This design comes from an exercise in tuning for small area, a short achievable clock period and few clock cycles on the open sky130 flow, not from production work.
The RTL was checked by simulation tests, not by an equivalence proof against the original design.

## flow/design.v

```verilog
`timescale 1ns/1ps
package calc_pkg;
	typedef logic signed [24-1:0] operand_t;
	typedef logic [24-1:0] magnitude_t;
	typedef logic [4-1:0] keyCode_t;
	typedef logic [4-1:0] digitCount_t;
	typedef enum logic [1:0] {
		IDLE,
		FORWARD,  
		ACKED
	} entryState_t;
	typedef enum logic [2:0] {
		WAIT,
		REDUCE,
		PUSH,
		FLUSH,  
		EMIT,
		DONE
	} evalState_t;
endpackage
`timescale 1ns/1ps
module calculatorTop (
	input  logic        clk,
	input  logic        rst_n,
	input  logic        keyReq,
	input  logic [3:0]  keyCode,
	output logic        keyAck,
	output logic        resReq,
	input  logic        resAck,
	output logic        resSign,
	output logic [23:0] resMagnitude,
	output logic [3:0]  resDigits,
	output logic        resError
);
	localparam logic [3:0] S_IDLE  = 4'd0;
	localparam logic [3:0] S_MUL   = 4'd1;
	localparam logic [3:0] S_DIVNB = 4'd2;
	localparam logic [3:0] S_ALIGN = 4'd3;
	localparam logic [3:0] S_STEP  = 4'd4;
	localparam logic [3:0] S_APPLY = 4'd5;
	localparam logic [3:0] S_FABS  = 4'd6;
	localparam logic [3:0] S_FD1   = 4'd7;
	localparam logic [3:0] S_FD2   = 4'd8;
	localparam logic [3:0] S_FD3   = 4'd9;
	localparam logic [3:0] S_FOUT  = 4'd10;
	localparam logic [3:0] S_RWAIT = 4'd11;
	logic       kv;
	logic [3:0] K;
	logic       kdone;
	logic [23:0] E;  
	logic [23:0] S;  
	logic [23:0] A;  
	logic [23:0] B;  
	logic [23:0] X;  
	logic [3:0] st;
	logic       fresh;   
	logic [1:0] ph;      
	logic       lowNeg;  
	logic       sZero;   
	logic       errAcc;  
	logic [1:0] nk;      
	logic       nkDiv;   
	logic       first;   
	logic       bc;      
	logic       qneg;    
	logic [4:0] cnt;
	logic [1:0] bs;      
	assign resMagnitude = S;
	logic [2:0]  dh;
	logic [1:0]  dlo;
	logic [22:0] e5;
	logic [23:0] eMul;
	assign dh = K[3:1];
	assign dlo = dh[2] ? 2'b11 : dh[1:0];
	logic [22:0] eA;
	logic [23:0] eCy;
	assign eA = {E[20:0], dlo};
	assign eCy[0] = dh[2];
	for (genvar i = 0; i < 23; i++) begin : g_entry
		assign e5[i] = eA[i] ^ E[i] ^ eCy[i];
		assign eCy[i+1] = (eA[i] & E[i]) | (eCy[i] & (eA[i] ^ E[i]));
	end
	assign eMul = {e5, K[0]};
	logic [11:0] eDiv;
	logic [2:0]  dm;
	logic [3:0]  dt;
	logic [3:0]  dr;
	logic [3:0]  bsRem;   
	logic        bsHalf;  
	always_comb begin
		dt = bsHalf ? bsRem : 4'd0;  
		for (int i = 11; i >= 0; i--) begin
			eDiv[i] = dt >= 4'd5;
			dr = dt - 4'd5;
			dm = eDiv[i] ? dr[2:0] : dt[2:0];
			dt = {dm, E[i+12]};
		end
	end
	logic        pS, pSraw, pA, pX, invP;
	logic        qE, qB, qA, qA2, qX, qC, invQ, cin;
	logic [23:0] qConst;
	logic [23:0] pOp, qOp;
	logic [23:0] alu;
	logic        aluC;
	assign pOp = (({24{pS & ~sZero}} | {24{pSraw}}) & S) | ({24{pA}} & A) | ({24{pX}} & X);
	assign qOp = ({24{qE}} & E) | ({24{qB}} & B) | ({24{qA}} & A) | ({24{qA2}} & {A[22:0], 1'b0})
		| ({24{qX}} & X) | ({24{qC}} & qConst);
	logic [23:0] aluA, aluB;
	logic [24:0] aluCy;
	assign aluA = pOp ^ {24{invP}};
	assign aluB = qOp ^ {24{invQ}};
	assign aluCy[0] = cin;
	for (genvar i = 0; i < 24; i++) begin : g_alu
		assign alu[i] = aluA[i] ^ aluB[i] ^ aluCy[i];
		assign aluCy[i+1] = (aluA[i] & aluB[i]) | (aluCy[i] & (aluA[i] ^ aluB[i]));
	end
	assign aluC = aluCy[24];
	always_comb begin
		qConst = 24'd10000;
		if (st == S_FD2)
			qConst = resDigits[2] ? 24'd1000000 : 24'd100;
		else if (st == S_FD3)
			case (resDigits[2:1])
				2'b00: qConst = 24'd10;
				2'b01: qConst = 24'd1000;
				2'b10: qConst = 24'd100000;
				default: qConst = 24'd10000000;
			endcase
	end
	logic [23:0] smear;
	always_comb begin
		smear[23] = A[23];
		for (int i = 22; i >= 0; i--)
			smear[i] = smear[i+1] | A[i];
	end
	logic fits1, fits4;
	assign fits1 = ~B[23] & ~|(B[22:0] & ~smear[23:1]);
	assign fits4 = ~|B[23:20] & ~|(B[19:0] & ~smear[23:4]);
	logic [2:0] bv;
	assign bv = {1'b0, B[1:0]} + {2'b0, bc};
	logic mulLast;
	assign mulLast = B[23:2] == 22'd0 && !(bv == 3'd3 || bv == 3'd4);
	logic nkLow;
	assign nkLow = nk != 2'd2;
	logic kDigit, kBack, kOp, kHigh, kEq, kMinus, kDivide;
	assign kDigit = K < 4'd10;
	assign kBack = K == 4'd14;
	assign kOp = !kDigit && !kBack;
	assign kHigh = K == 4'd13 || K == 4'd15;
	assign kEq = K == 4'd12;
	assign kMinus = K == 4'd11;
	assign kDivide = K == 4'd15;
	logic engFree;
	assign engFree = st == S_IDLE;
	logic execOp;      
	logic execBsAlu;   
	assign execOp = kv && kOp && engFree;
	assign execBsAlu = kv && kBack && !bsHalf && engFree && (bs == 2'd0 ? E[23] : bs == 2'd2);
	always_comb begin
		pS = 0; pSraw = 0; pA = 0; pX = 0; invP = 0;
		qE = 0; qB = 0; qA = 0; qA2 = 0; qX = 0; qC = 0; invQ = 0; cin = 0;
		if (execOp) begin
			if (ph == 2'd0) begin
				qE = 1;
				if (!kHigh) begin
					pS = 1;
					invQ = lowNeg;
					cin = lowNeg;
				end
			end else begin
				pA = 1;
				invP = 1;
				cin = 1;
			end
		end else if (execBsAlu) begin
			qE = 1;
			invQ = 1;
			cin = 1;
		end
		case (st)
			S_MUL: begin
				pX = !first;
				pS = first && nkLow;
				case (bv)
					3'd1: qA = 1;
					3'd2: qA2 = 1;
					3'd3: qA = 1;
					default: ;
				endcase
				invQ = (bv == 3'd3) ^ (nkLow && lowNeg);
				cin = invQ;
			end
			S_DIVNB: begin qB = 1; invQ = 1; cin = 1; end
			S_ALIGN, S_STEP: begin pA = 1; qB = 1; invQ = 1; cin = 1; end
			S_APPLY: begin
				qX = 1;
				pS = nkLow;
				invQ = qneg ^ (nkLow && lowNeg);
				cin = invQ;
			end
			S_FABS: begin pSraw = 1; invP = 1; cin = 1; end
			S_FD1, S_FD2, S_FD3: begin pSraw = 1; qC = 1; invQ = 1; cin = 1; end
			default: ;
		endcase
	end
	assign kdone = kv && (kDigit || (kBack && (bs == 2'd0 ? bsHalf : bs == 2'd2 && engFree)) || execOp);
	logic accept;
	assign accept = keyReq && !keyAck && (!kv || kdone);
	always_ff @(posedge clk or negedge rst_n) begin
		if (!rst_n) begin
			keyAck <= 1'b0;
			kv <= 1'b0;
		end else begin
			if (accept) begin
				keyAck <= 1'b1;
				kv <= 1'b1;
			end else begin
				if (!keyReq)
					keyAck <= 1'b0;
				if (kdone)
					kv <= 1'b0;
			end
		end
	end
	always_ff @(posedge clk) begin
		if (accept)
			K <= keyCode;
		bsRem <= dt;
	end
	always_ff @(posedge clk or negedge rst_n) begin
		if (!rst_n) begin
			fresh <= 1'b1;
			bs <= 2'd0;
			bsHalf <= 1'b0;
		end else begin
			fresh <= 1'b0;
			if (kv && kBack) begin
				if (bsHalf || (bs == 2'd0 && !E[23]) || bs == 2'd1) begin
					bsHalf <= !bsHalf;
					if (bsHalf && bs == 2'd1)
						bs <= 2'd2;
				end else if (engFree)
					bs <= bs == 2'd0 ? 2'd1 : 2'd0;
			end
		end
	end
	always_ff @(posedge clk) begin
		if (fresh || execOp)
			E <= '0;
		else if (kv && kDigit)
			E <= eMul;
		else if (kv && kBack) begin
			if (bsHalf || (bs == 2'd0 && !E[23]) || bs == 2'd1)
				E <= {E[11:0], eDiv};
			else if (engFree)
				E <= alu;
		end
	end
	always_ff @(posedge clk or negedge rst_n) begin
		if (!rst_n) begin
			st <= S_IDLE;
			ph <= 2'd0;
			lowNeg <= 1'b0;
			sZero <= 1'b1;
			errAcc <= 1'b0;
			resReq <= 1'b0;
		end else begin
			case (st)
				S_IDLE: begin
					if (execOp) begin
						if (ph == 2'd1)
							st <= S_MUL;
						else if (ph == 2'd2) begin
							if (E == 24'd0) begin
								errAcc <= 1'b1;
								st <= S_APPLY;
							end else
								st <= E[23] ? S_DIVNB : S_ALIGN;
						end else if (kHigh)
							ph <= kDivide ? 2'd2 : 2'd1;
						else begin
							sZero <= 1'b0;
							lowNeg <= kMinus;
							if (kEq)
								st <= S_FABS;
						end
					end
				end
				S_MUL: begin
					if (mulLast) begin
						if (nkLow) begin
							ph <= 2'd0;
							sZero <= 1'b0;
							lowNeg <= nk == 2'd1;
							st <= nk == 2'd3 ? S_FABS : S_IDLE;
						end else begin
							ph <= nkDiv ? 2'd2 : 2'd1;
							st <= S_IDLE;
						end
					end
				end
				S_DIVNB: st <= S_ALIGN;
				S_ALIGN, S_STEP: begin
					if (st == S_ALIGN && (fits4 || fits1))
						st <= S_ALIGN;
					else if (cnt == 5'd0)
						st <= S_APPLY;
					else
						st <= S_STEP;
				end
				S_APPLY: begin
					if (nkLow) begin
						ph <= 2'd0;
						sZero <= 1'b0;
						lowNeg <= nk == 2'd1;
						st <= nk == 2'd3 ? S_FABS : S_IDLE;
					end else begin
						ph <= nkDiv ? 2'd2 : 2'd1;
						st <= S_IDLE;
					end
				end
				S_FABS: begin
					lowNeg <= 1'b0;
					ph <= 2'd0;
					errAcc <= 1'b0;
					st <= S_FD1;
				end
				S_FD1: st <= S_FD2;
				S_FD2: st <= S_FD3;
				S_FD3, S_FOUT: begin
					if (!resAck) begin
						resReq <= 1'b1;
						st <= S_RWAIT;
					end else
						st <= S_FOUT;
				end
				S_RWAIT: begin
					if (resAck) begin
						resReq <= 1'b0;
						sZero <= 1'b1;
						st <= S_IDLE;
					end
				end
				default: st <= S_IDLE;
			endcase
		end
	end
	always_ff @(posedge clk) begin
		if (st == S_IDLE && execOp) begin
			nk <= kHigh ? 2'd2 : kEq ? 2'd3 : kMinus ? 2'd1 : 2'd0;
			nkDiv <= kDivide;
			first <= 1'b1;
			bc <= 1'b0;
			cnt <= 5'd0;
			X <= '0;
			qneg <= A[23] ^ E[23];
			if (ph != 2'd0) begin
				B <= E;
				if (ph == 2'd2 && A[23])
					A <= alu;
			end else if (kHigh)
				A <= alu;
			else
				S <= alu;
		end
		case (st)
			S_MUL: begin
				X <= alu;
				first <= 1'b0;
				bc <= bv[2] | (bv == 3'd3);
				A <= {A[21:0], 2'b00};
				B <= {2'b00, B[23:2]};
				if (mulLast) begin
					if (nkLow)
						S <= alu;
					else
						A <= alu;
				end
			end
			S_DIVNB: B <= alu;
			S_ALIGN, S_STEP: begin
				if (st == S_ALIGN && fits4) begin
					B <= {B[19:0], 4'd0};
					cnt <= cnt + 5'd4;
				end else if (st == S_ALIGN && fits1) begin
					B <= {B[22:0], 1'b0};
					cnt <= cnt + 5'd1;
				end else begin
					if (aluC)
						A <= alu;
					X <= {X[22:0], aluC};
					B <= {1'b0, B[23:1]};
					cnt <= cnt - 5'd1;
				end
			end
			S_APPLY: begin
				if (nkLow)
					S <= alu;
				else
					A <= alu;
			end
			S_FABS: begin
				resSign <= S[23];
				resError <= errAcc;
				if (S[23])
					S <= alu;
			end
			S_FD1: resDigits <= {1'b0, aluC, 2'b00};
			S_FD2: resDigits[1] <= aluC;
			S_FD3: resDigits <= {1'b0, resDigits[2:1], aluC} + 4'd1;
			default: ;
		endcase
	end
endmodule
```

## flow/run.sh

```bash
#!/bin/bash
# synth_recipe.tcl (not shown) runs the flow's synth.tcl, then flattens the netlist and writes it again
# the make line also repeats each setting of config.mk as NAME=value (left out here)
make -C /OpenROAD-flow-scripts/flow DESIGN_CONFIG=/design/flow/config.mk WORK_HOME=/design/flow/orfs CLKGATE_MAP_FILE= SYNTH_SCRIPT=/design/flow/synth_recipe.tcl finish
```

## flow/config.mk

```make
export PLATFORM = sky130hd
export DESIGN_NAME = calculatorTop
export DESIGN_NICKNAME = calculatorTop
export VERILOG_FILES = /design/flow/design.v
export SDC_FILE = /design/flow/constraint.sdc
export NUM_CORES = 4
export LEC_CHECK = 0
export CAP_MARGIN = 0
export CORE_MARGIN = 2
export CORE_UTILIZATION = 40
export GPL_TIMING_DRIVEN = 0
export SLEW_MARGIN = 0
```

## flow/constraint.sdc

```tcl
create_clock -name core_clock -period 80.0 [get_ports {clk}]
set_input_delay 16.0000 -clock core_clock [delete_from_list [all_inputs] [get_ports {clk}]]
set_output_delay 16.0000 -clock core_clock [all_outputs]
set_load 0.01 [all_outputs]
```

==> results of run 1 <==
==> worst max path at each step <==
stage / from / to / slack (ns) / depth (start not counted)
2_1_floorplan: resAck / st[1] / 63.09 / 4
3_3_place_gp: st[0] / A[23] / 61.76 / 43
3_5_place_dp: st[0] / A[23] / 62.16 / 43
4_1_cts: st[0] / A[23] / 62.15 / 43
5_1_grt: st[0] / A[23] / 61.46 / 43
6_report: st[0] / A[23] / 61.80 / 43
==> logic make-up (layout without fill, tap and decap cells) <==
logic type,count (synthesis),in the layout,share of synthesized area [%]
AND/OR/NAND/NOR,490,490,16.6
flip-flops,161,161,28.0
multiplexers,80,80,6.18
other,1,2,0.0280
AO/OA/AOI/OAI,530,530,27.7
buffers and inverters,224,296,6.31
XOR/XNOR,66,66,4.32
adder cells (fa/ha/maj),88,88,10.9
==> layout by cell type, fill, tap and decap left out, types with 17 or more instances in the layout <==
master,netlist,final
a21oi_1,123,123
a221oi_1,25,25
a222oi_1,80,80
clkbuf_1,133,135
clkbuf_16,0,17
clkdlybuf4s50_1,0,39
dfxtp_1,101,101
edfxtp_1,44,44
fa_1,47,47
ha_1,41,41
inv_1,78,78
mux2_2,21,21
mux2i_1,59,59
nand2_1,176,176
nand3_1,40,40
nor2_1,151,151
nor3_1,24,24
o211ai_1,26,26
o21ai_0,127,126
o22ai_1,24,24
xnor2_1,46,46
xor2_1,20,20
==> state kept, by name, indices dropped and copies added (netlist names), 2 cells and up <==
name       count
ph             2
resDigits      4
S             24
X             24
bsRem          4
E             24
nk             2
st             4
cnt            5
K              4
B             24
bs             2
A             24
==> cell type report <==
cell class              instances  area [um2]
clock inverters                13         105
diodes                          1        2.50
multi-input cells            1255        8800
plain buffers                 144         544
flip-flops and latches        161        3750
clock buffers                  19         433
inverters                      80         300
well taps                     442         553
repair buffers                 40         405
fillers                      3352       17800
==> per-stage QoR <==
| stage | worst slack (ns) | utilization, % | hold WS, ns | instance area (um2) |
|---|---|---|---|---|
| finish | 61.80 | 45.5 | 0.468 | 14900 |
| global route | 61.46 | 45.5 | 0.472 | 14900 |
| CTS | 62.15 | 45.5 | 0.465 | 14900 |
| detailed placement | 62.16 | 43.9 | 0.449 | 14400 |
| global placement | 61.76 | 43.8 | 0.438 | 14300 |
| floorplan | 63.09 | - | 0.426 | 13400 |
==> worst max-delay path, delay by kind of cell (launching register included) <==
family	cells	cell delay, ns
adder cells (fa/ha/maj)	24	11.37
AO/OA/AOI/OAI	5	1.93
XOR/XNOR	1	0.19
flip-flops	1	0.42
AND/OR/NAND/NOR	9	2.35
buffers and inverters	4	1.83
==> per-layer routing <==
layer | wire [um] | part of all wire (%) | vias up | track usage, %
li1 | - | - | 6221 | -
met1 | 23600 | 39 | 7028 | 45.0
met2 | 26600 | 44 | 956 | 52.6
met3 | 7040 | 12 | 205 | 8.78
met4 | 3790 | 6.2 | 0 | 18.9
met5 | 0 | 0 | - | 0
==> summary.txt, run 1 <==
Outcome
  • Status: no timing/DRC/antenna violations

Setup path
  • CP max FO: 12
  • R2R Path End: A[23]
  • Worst R2R Path Depth: between 40 and 50
  • Crit path required time: between 80 and 90 ns
  • R2r setup slk: ~62 ns
  • CP most frequent cell: fa_1
  • R2r startpoint: st[0]
  • Worst EP arrival: between 15 and 20 ns
  • Slowest CP cell: o41ai_2
  • Critical path type: reg -> reg
  • Critical Path Sink Type: flop
  • CP peak stage delay: around 0.91 ns
  • Crit start category: flop

Clock tree
  • Num CTS Buffers: 17
  • CTS H-tree lvls: 4
  • Reg clk slew, reported paths: about 0.070 ns
  • Clk buf depth: 2
  • Clk latency of the worst-skew pair: between 0.4 and 0.5 ns
  • Clock Root Buffer: clkbuf_16
  • Post-CTS Setup Bufs: 0
  • CTS tree: yes
  • Cts-stage hold buffer count: 0
  • TritonCTS Sinks: 161
  • Post-CTS Resized: 0

Synthesis
  • Mapped Area: between 10000 and 15000 um2
  • Commonest cells post-synth: nand2_1 (176), nor2_1 (151), clkbuf_1 (133), o21ai_0 (127), a21oi_1 (123)
  • Post-synth top flop: dfxtp_1
  • Area contributors post-synth: dfxtp_1 (15%), edfxtp_1 (9.9%), fa_1 (7.0%)
  • Yosys reg bits: 161
  • Sequential share of the synthesized area: roughly 28%
  • Async set or reset register ratio after synthesis: slightly below 10%
  • Syn Inst Count: about 1600
  • EDFF count, synth: 44
  • Ys Warns: 1
  • Yosys top cell by area: dfxtp_1
  • Mapped Avg Cell Area: a little over 8 um2
  • Top cell type's share of synthesized area: between 15 and 20%
  • Most frequent cell after synthesis: nand2_1
  • Yosys cell types: approximately 80
  • Post-Syn Nets: ~1700

Route
  • Routed vias: approximately 14000
  • Antenna-violating nets left: 0
  • DR DRC count: 0
  • Vias per cell: between 6 and 7
  • Starting DRC count in detailed routing: around 2600
  • DRT Pass-1 Iters: 13
  • Avg WL per Cell: about 28 um
  • Final WL: slightly above 60 mm

Timing
  • Final worst path period share: 22.8%
  • Hold Vio Cnt, Final: 0
  • Fmax achieved: 54.9 MHz
  • Actual slew at the worst max-slew pin: ~1.3 ns
  • RSZ-0062 raised after global routing: false
  • Final setup vio count: 0
  • Setup Total Neg Slack: 0 ns
  • Clock Skew: around 0.015 ns
  • Final Slew Violations: 0
  • Crit path time final: around 18 ns
  • Slew headroom: about an eighth

Die
  • Die width: between 150 and 200 um
  • Ports: 40
  • Initial Util: between 40% and 50%
  • Die extent in y: 187 um
  • Rows: 66
  • Die area: roughly 35000 um2
  • Placeable Area: between 30000 and 40000 um2

Placement
  • Placed Cells: 2122
  • Port Buffers: 39
  • RePlAce Congestion: ~1.0
  • DPL Wire Length: about 45 mm

GRT
  • Vias in the first global route: 13505
  • First-pass GRT wire length: about 90 mm
  • Initial antenna violation count: 2
  • Largest net degree at the start of global routing: 17
  • GRT Total Usage: 34.6%
  • Grt ovf: 0

Hold path
  • Hold Crit Endpoint: resError
  • Min-delay worst type: reg -> reg
  • Worst Hold Depth: 0
  • Hold_sp: errAcc

Finish
  • # nets final: 1795
  • Area Overhead vs Synth: 11.3%
  • Layout cells sized above 1: around 4.8%
  • Layout Cells excl Fill: around 2200

Run
  • Maxcap violations: 0
Testbench counts, summed over its fixed seeds: cycles 35,324.
==> run 2: changes to the inputs <==
--- a/flow/config.mk
+++ b/flow/config.mk
@@ -5,6 +5,7 @@
 export SDC_FILE = /design/flow/constraint.sdc
 export NUM_CORES = 4
 export LEC_CHECK = 0
+export ABC_AREA = 1
 export CAP_MARGIN = 0
 export CORE_MARGIN = 2
 export CORE_UTILIZATION = 40
==> run 2 against run 1 <==
Utilization down 0.39 points. Die area rose by 1.8%. Flip-flop and latch count unchanged. Critical path type is now reg -> out. Clock skew shrank 0.00090 ns. Fmax increased by 3.3%. Still clean on timing, DRC and antenna. First-iteration DRC count is 0.23% lower. Critical path depth fell by 42. Worst setup slack improved by 0.59 ns.
==> summary.txt, run 2 <==
Outcome
  • Status: no timing/DRC/antenna violations

Synthesis
  • Sequential share of the synthesized area: 27.5% (-0.49 points)
  • Mapped Avg Cell Area: 7.23 um2 (-11%)
  • Yosys top cell by area: dfxtp_1
  • Commonest cells post-synth: o21ai_0 (259), nand2_1 (239), inv_1 (209), nor2_1 (172), a21oi_1 (139)
  • Post-Syn Nets: 1980 (+14%)
  • EDFF count, synth: 44 (unchanged)
  • Syn Inst Count: 1884 (+15%)
  • Ys Warns: 1 (unchanged)
  • Yosys reg bits: 161 (unchanged)
  • Most frequent cell after synthesis: o21ai_0
  • Mapped Area: 13600 um2 (+1.8%)
  • Yosys cell types: 46 (-43%)
  • Async set or reset register ratio after synthesis: 9.94% (unchanged)
  • Area contributors post-synth: dfxtp_1 (15%), edfxtp_1 (9.7%), o21ai_0 (9.5%)
  • Post-synth top flop: dfxtp_1
  • Top cell type's share of synthesized area: 14.8% (-0.27 points)

Timing
  • Slew headroom: 12.0% (+0.20 points)
  • Final setup vio count: 0 (unchanged)
  • Clock Skew: 0.0137 ns (-0.000900 ns)
  • Final Slew Violations: 0 (unchanged)
  • Final worst path period share: 22.0% (-0.73 points)
  • Fmax achieved: 56.8 MHz (+3.3%)
  • Crit path time final: 17.61 ns (-0.588 ns)
  • Hold Vio Cnt, Final: 0 (unchanged)
  • RSZ-0062 raised after global routing: false
  • Actual slew at the worst max-slew pin: 1.31 ns (-0.00297 ns)
  • Setup Total Neg Slack: 0 ns (unchanged)

Setup path
  • Worst EP arrival: 1.61 ns (-16.98 ns)
  • CP Capture Point: resDigits[2]
  • Crit start category: flop
  • Cell family with most CP delay: buffers and inverters
  • Critical path type: reg -> out
  • Worst R2R Path Depth: 42 (-2.3%)
  • Setup crit start: resDigits[2]
  • Crit path cell chain: clkdlybuf4s50_1
  • R2r setup slk: 62.67 ns (+0.87 ns)
  • Critical Path Sink Type: output pin
  • Crit path buf inv count: 1 (-3)
  • Crit path required time: 64.00 ns (-16.39 ns)
  • CP max FO: 8 (-4)
  • R2R Path End: X[0]
  • Crit path depth: 1 (-98%)
  • Slowest CP cell: clkdlybuf4s50_1
  • CP peak stage delay: 0.61 ns (-0.30 ns)
  • R2r startpoint: st[0]

Placement
  • Port Buffers: 39 (unchanged)
  • RePlAce Congestion: 1.06 (+5.2%)
  • Post-DP Area: 14600 um2 (+1.6%)
  • DPL Wire Length: 54.1 mm (+21%)

Run
  • Maxcap violations: 0 (unchanged)

Die
  • Initial Util: 40.6% (-0.30 points)
  • Placeable Area: 33500 um2 (+2.5%)
  • Die area: 35500 um2 (+1.8%)
  • Rows: 67 (+1.5%)
  • Die extent in y: 189 um (+0.87%)
  • Ports: 40 (unchanged)
  • Die width: 189 um (+0.87%)

GRT
  • Largest net degree at the start of global routing: 25 (+8)
  • Initial antenna violation count: 0 (-2)
  • GRT Total Usage: 39.2% (+4.6 points)
  • Grt ovf: 0 (unchanged)
  • First-pass GRT wire length: 101 mm (+13%)
  • Vias in the first global route: 14595 (+8.1%)

Clock tree
  • Cts-stage hold buffer count: 0 (unchanged)
  • Clk latency of the worst-skew pair: 0.47 ns (about the same)
  • Clk buf depth: 2 (unchanged)
  • Num CTS Buffers: 17 (unchanged)
  • TritonCTS Sinks: 161 (unchanged)
  • Clock Root Buffer: clkbuf_16
  • CTS H-tree lvls: 4 (unchanged)
  • Post-CTS Resized: 0 (unchanged)
  • Post-CTS Setup Bufs: 0 (unchanged)
  • Reg clk slew, reported paths: 0.07 ns (about the same)
  • CTS tree: yes

Route
  • Starting DRC count in detailed routing: 2552 (-0.23%)
  • Final WL: 70.3 mm (+15%)
  • Routed vias: 15670 (+8.7%)
  • Vias per cell: 6.52 (-2.6%)
  • Antenna-violating nets left: 0 (unchanged)
  • DR DRC count: 0 (unchanged)
  • Avg WL per Cell: 29.2 um (+3.1%)
  • DRT Pass-1 Iters: 6 (-7)

Finish
  • Commonest non-fill, non-tap cell in the layout: o21ai_0
  • # nets final: 2039 (+14%)
  • Fin util: 45.2% (-0.39 points)
  • Final instance area: 15100 um2 (+1.7%)
  • Area Overhead vs Synth: 11.1%
  • # fillers: 3517 (+4.9%)
  • Layout cells sized above 1: 5.01% (+0.22 points)
  • Most frequent cells in the layout: o21ai_0 (259), nand2_1 (239), inv_1 (209)

Hold path
  • Min-delay worst type: reg -> reg
run 2: cell count changes after synthesis, sizes merged, moves of 31 or more:
cell	change
xnor2	-42
mux2i	-59
clkbuf	-31
inv	+131
o221ai	+84
o2111ai	+37
nand3	+57
xor2	+34
a222oi	-80
nand2	+93
o21ai	+149
run 2: worst min-delay path by stage:
stage,depth (start not counted),slack [ns],startpoint,endpoint
finish,0,0.46,errAcc,resError
global route,0,0.49,errAcc,resError
CTS,0,0.47,errAcc,resError
detailed placement,0,0.46,errAcc,resError
global placement,0,0.44,errAcc,resError
floorplan,0,0.42,errAcc,resError
run 2: layout make-up:
class	count	area [um2]	area share, %
clock inverters	13	97.6	0.645
diodes	1	2.50	0.0165
flip-flops and latches	161	3750	24.7
clock buffers	19	454	3.00
repair buffers	40	398	2.63
inverters	217	815	5.38
well taps	448	561	3.70
plain buffers	108	409	2.70
multi-input cells	1398	8660	57.2
run 2: routing by layer:
layer	track usage, %	wire (um)	share of wire, %
met4	21.5	4550	6.5
met2	55.3	28500	40
met5	1.10	49	0.070
met3	11.5	8350	12
met1	53.3	28900	41
run 2: metrics by stage:
step                hold slack (ns)  worst slack (ns)  std cells
global placement              0.440             62.47       2371
global route                  0.487             62.21       2404
finish                        0.458             62.39       2405
floorplan                     0.425             63.26       1884
detailed placement            0.459             62.47       2372
CTS                           0.473             62.38       2404
run 2: kinds of logic (layout without fill, tap and decap cells):
group / after synthesis / in the layout / share of synthesized area (%)
fa+ha+maj: 88 / 88 / 10.7
other cells: 1 / 2 / 0.0275
xor+xnor: 58 / 58 / 3.78
flops: 161 / 161 / 27.5
simple gates: 591 / 591 / 19.0
buf+inv: 325 / 397 / 8.98
compound gates: 660 / 660 / 30.0
==> run 3: changes to the inputs <==
==> flow/config.mk (replaced) <==
export PLATFORM = sky130hd
export DESIGN_NAME = calculatorTop
export DESIGN_NICKNAME = calculatorTop
export VERILOG_FILES = /design/flow/design.v
export SDC_FILE = /design/flow/constraint.sdc
export NUM_CORES = 4
export LEC_CHECK = 0
export CAP_MARGIN = 20
export CORE_MARGIN = 2
export CORE_UTILIZATION = 40
export SLEW_MARGIN = 20
==> run 3 against run 2 <==
Utilization decreased by 0.058 points. Via count decreased by 12%. Synthesized area decreased by 1.8%. Critical path type unchanged. Global-route usage decreased by 8.5 points.
==> summary.txt, run 3 <==
Outcome
  • Status: no timing/DRC/antenna violations

Route
  • Routed vias: 13728 (-12%)
  • Antenna-violating nets left: 0 (unchanged)
  • DR DRC count: 0 (unchanged)
  • Avg WL per Cell: 26.6 um (-9.0%)
  • Vias per cell: 6.71 (+3.0%)
  • DRT Pass-1 Iters: 13 (+7)
  • Starting DRC count in detailed routing: 2427 (-4.9%)
  • Final WL: 54.4 mm (-23%)

Synthesis
  • Mapped Area: 13400 um2 (-1.8%)
  • EDFF count, synth: 44 (unchanged)
  • Commonest cells post-synth: nand2_1 (176), nor2_1 (151), clkbuf_1 (133), o21ai_0 (127), a21oi_1 (123)
  • Ys Warns: 1 (unchanged)
  • Post-synth top flop: dfxtp_1
  • Mapped Avg Cell Area: 8.16 um2 (+13%)
  • Yosys reg bits: 161 (unchanged)
  • Post-Syn Nets: 1736 (-12%)
  • Most frequent cell after synthesis: nand2_1
  • Syn Inst Count: 1640 (-13%)
  • Async set or reset register ratio after synthesis: 9.94% (unchanged)
  • Yosys cell types: 81 (+76%)
  • Yosys top cell by area: dfxtp_1
  • Top cell type's share of synthesized area: 15.1% (+0.27 points)
  • Area contributors post-synth: dfxtp_1 (15%), edfxtp_1 (9.9%), fa_1 (7.0%)
  • Sequential share of the synthesized area: 28.0% (+0.49 points)

Die
  • Die extent in y: 187 um (-0.87%)
  • Initial Util: 40.9% (+0.30 points)
  • Placeable Area: 32700 um2 (-2.5%)
  • Rows: 66 (-1.5%)
  • Die area: 34900 um2 (-1.7%)
  • Ports: 40 (unchanged)
  • Die width: 187 um (-0.87%)

Clock tree
  • Reg clk slew, reported paths: 0.07 ns (about the same)
  • Cts-stage hold buffer count: 0 (unchanged)
  • Clk latency of the worst-skew pair: 0.46 ns (about the same)
  • Post-CTS Resized: 0 (unchanged)
  • Num CTS Buffers: 17 (unchanged)
  • CTS H-tree lvls: 4 (unchanged)
  • CTS tree: yes
  • TritonCTS Sinks: 161 (unchanged)
  • Clock Root Buffer: clkbuf_16
  • Clk buf depth: 2 (unchanged)
  • Post-CTS Setup Bufs: 0 (unchanged)

Placement
  • DPL Wire Length: 37.5 mm (-31%)
  • Port Buffers: 39 (unchanged)
  • Post-DP Area: 14100 um2 (-3.0%)
  • RePlAce Congestion: 1.02 (-4.3%)

Setup path
  • Critical path type: reg -> out
  • Crit path cell chain: clkdlybuf4s50_1
  • Crit path required time: 64.00 ns (about the same)
  • CP peak stage delay: 0.59 ns (-0.02 ns)
  • Worst EP arrival: 1.56 ns (-0.05 ns)
  • Critical Path Sink Type: output pin
  • Cell family with most CP delay: buffers and inverters
  • Slowest CP cell: clkdlybuf4s50_1
  • Crit start category: flop
  • CP max FO: 8 (unchanged)
  • Crit path buf inv count: 1 (unchanged)

Timing
  • Fmax achieved: 56.9 MHz (+0.30%)
  • Actual slew at the worst max-slew pin: 1.14 ns (-0.175 ns)
  • Final Slew Violations: 0 (unchanged)
  • Slew headroom: 24.1% (+12 points)
  • RSZ-0062 raised after global routing: false
  • Crit path time final: 17.56 ns (-0.0522 ns)
  • Final worst path period share: 22.0% (-0.065 points)
  • Clock Skew: 0.0152 ns (+0.00148 ns)
  • Setup Total Neg Slack: 0 ns (unchanged)
  • Hold Vio Cnt, Final: 0 (unchanged)
  • Final setup vio count: 0 (unchanged)

Hold path
  • Min-delay worst type: reg -> reg

Finish
  • Area Overhead vs Synth: 10.2%
  • Sequential cell area: 3750 um2 (unchanged)
  • Final instance area: 14700 um2 (-2.6%)
  • Layout cells sized above 1: 7.99% (+3.0 points)
  • Most frequent cells in the layout: nand2_1 (176), nor2_1 (148), o21ai_0 (126)
  • # diodes: 0 (-1)
  • Fin util: 45.1% (-0.058 points)
  • Multi-input gate area: 8890 um2 (+2.6%)
  • # nets final: 1686 (-17%)
  • # fillers: 3253 (-7.5%)
  • Commonest non-fill, non-tap cell in the layout: nand2_1

GRT
  • Vias in the first global route: 12969 (-11%)
  • Grt ovf: 0 (unchanged)
  • GRT Total Usage: 30.7% (-8.5 points)
  • Initial antenna violation count: 1 (+1)
  • First-pass GRT wire length: 81.9 mm (-19%)
  • Largest net degree at the start of global routing: 52 (+110%)

Run
  • Maxcap violations: 0 (unchanged)
-- run 3: final cells by class --
class                      count  area share [%]
sequential                   161            25.4
clock buffer                  23            3.46
timing repair buffer          75            4.48
tap                          442            3.75
inverter                      80            2.04
clock inverter                 9           0.602
multi-input combinational   1255            60.3
-- run 3: worst paths after layout --
path                               from           end  slack [ns]  cells past startpoint
max reg2reg                       st[1]          A[5]       63.29                     40
min reg2reg                      errAcc      resError        0.47                      0
min                              errAcc      resError        0.47                      0
max in group asynchronous         rst_n         st[1]       63.50                      1
min in group asynchronous         rst_n        keyAck       16.01                      1
max                        resDigits[2]  resDigits[2]       62.44                      1
-- run 3: cells by family after synthesis --
| kind of cell | Yosys count | share of synthesized area, % |
|---|---|---|
| AO/OA/AOI/OAI | 530 | 27.7 |
| XOR/XNOR | 66 | 4.32 |
| adder cells (fa/ha/maj) | 88 | 10.9 |
| buffers and inverters | 224 | 6.31 |
| flip-flops | 161 | 28.0 |
| multiplexers | 80 | 6.18 |
| other | 1 | 0.0280 |
| AND/OR/NAND/NOR | 490 | 16.6 |
-- run 3: layer usage --
layer / GRT usage (%) / share of wire (%) / up-vias
met3: 7.00 / 11 / 188
met5: 0 / 0 / -
met1: 39.9 / 39 / 6663
met4: 17.2 / 6.1 / 0
li1: - / - / 5973
met2: 47.1 / 44 / 904
-- run 3: per-stage QoR --
stage,setup WS [ns],instances,hold WS (ns)
finish,62.44,2045,0.471
global route,61.93,2045,0.475
CTS,62.42,2045,0.469
detailed placement,62.42,2013,0.446
global placement,62.45,2013,0.446
floorplan,63.09,1640,0.426

[what the ideal ports hide]
The results above use ideal ports. As a check the final layouts listed here were re-extracted and re-timed, cells and wires unchanged.
Step 1: set_driving_cell puts a clkbuf_16 on clk and a buf_2 on each other input, an assumption about the parent block.
Step 2 also shifts input and output timing later by t, the mid clock arrival at the registers, as if the neighbouring blocks saw the same clock.
Three values: ideal ports, drivers, drivers and shift; two values: the first two.
run | shift t [ns] | slack for setup (ns) | worst setup path at the end
run 1 | 0.523 | 61.800 / 61.800 / 61.800 | register to register
run 2 | 0.518 | 62.388 / 62.332 / 62.411 | input to register
run 3 | 0.499 | 62.440 / 62.388 / 62.367 | input to register
After both steps every run listed still meets setup and hold. For run 3, which loses most, drivers alone change the setup slack by -0.052 ns; drivers and shift together by -0.073 ns.
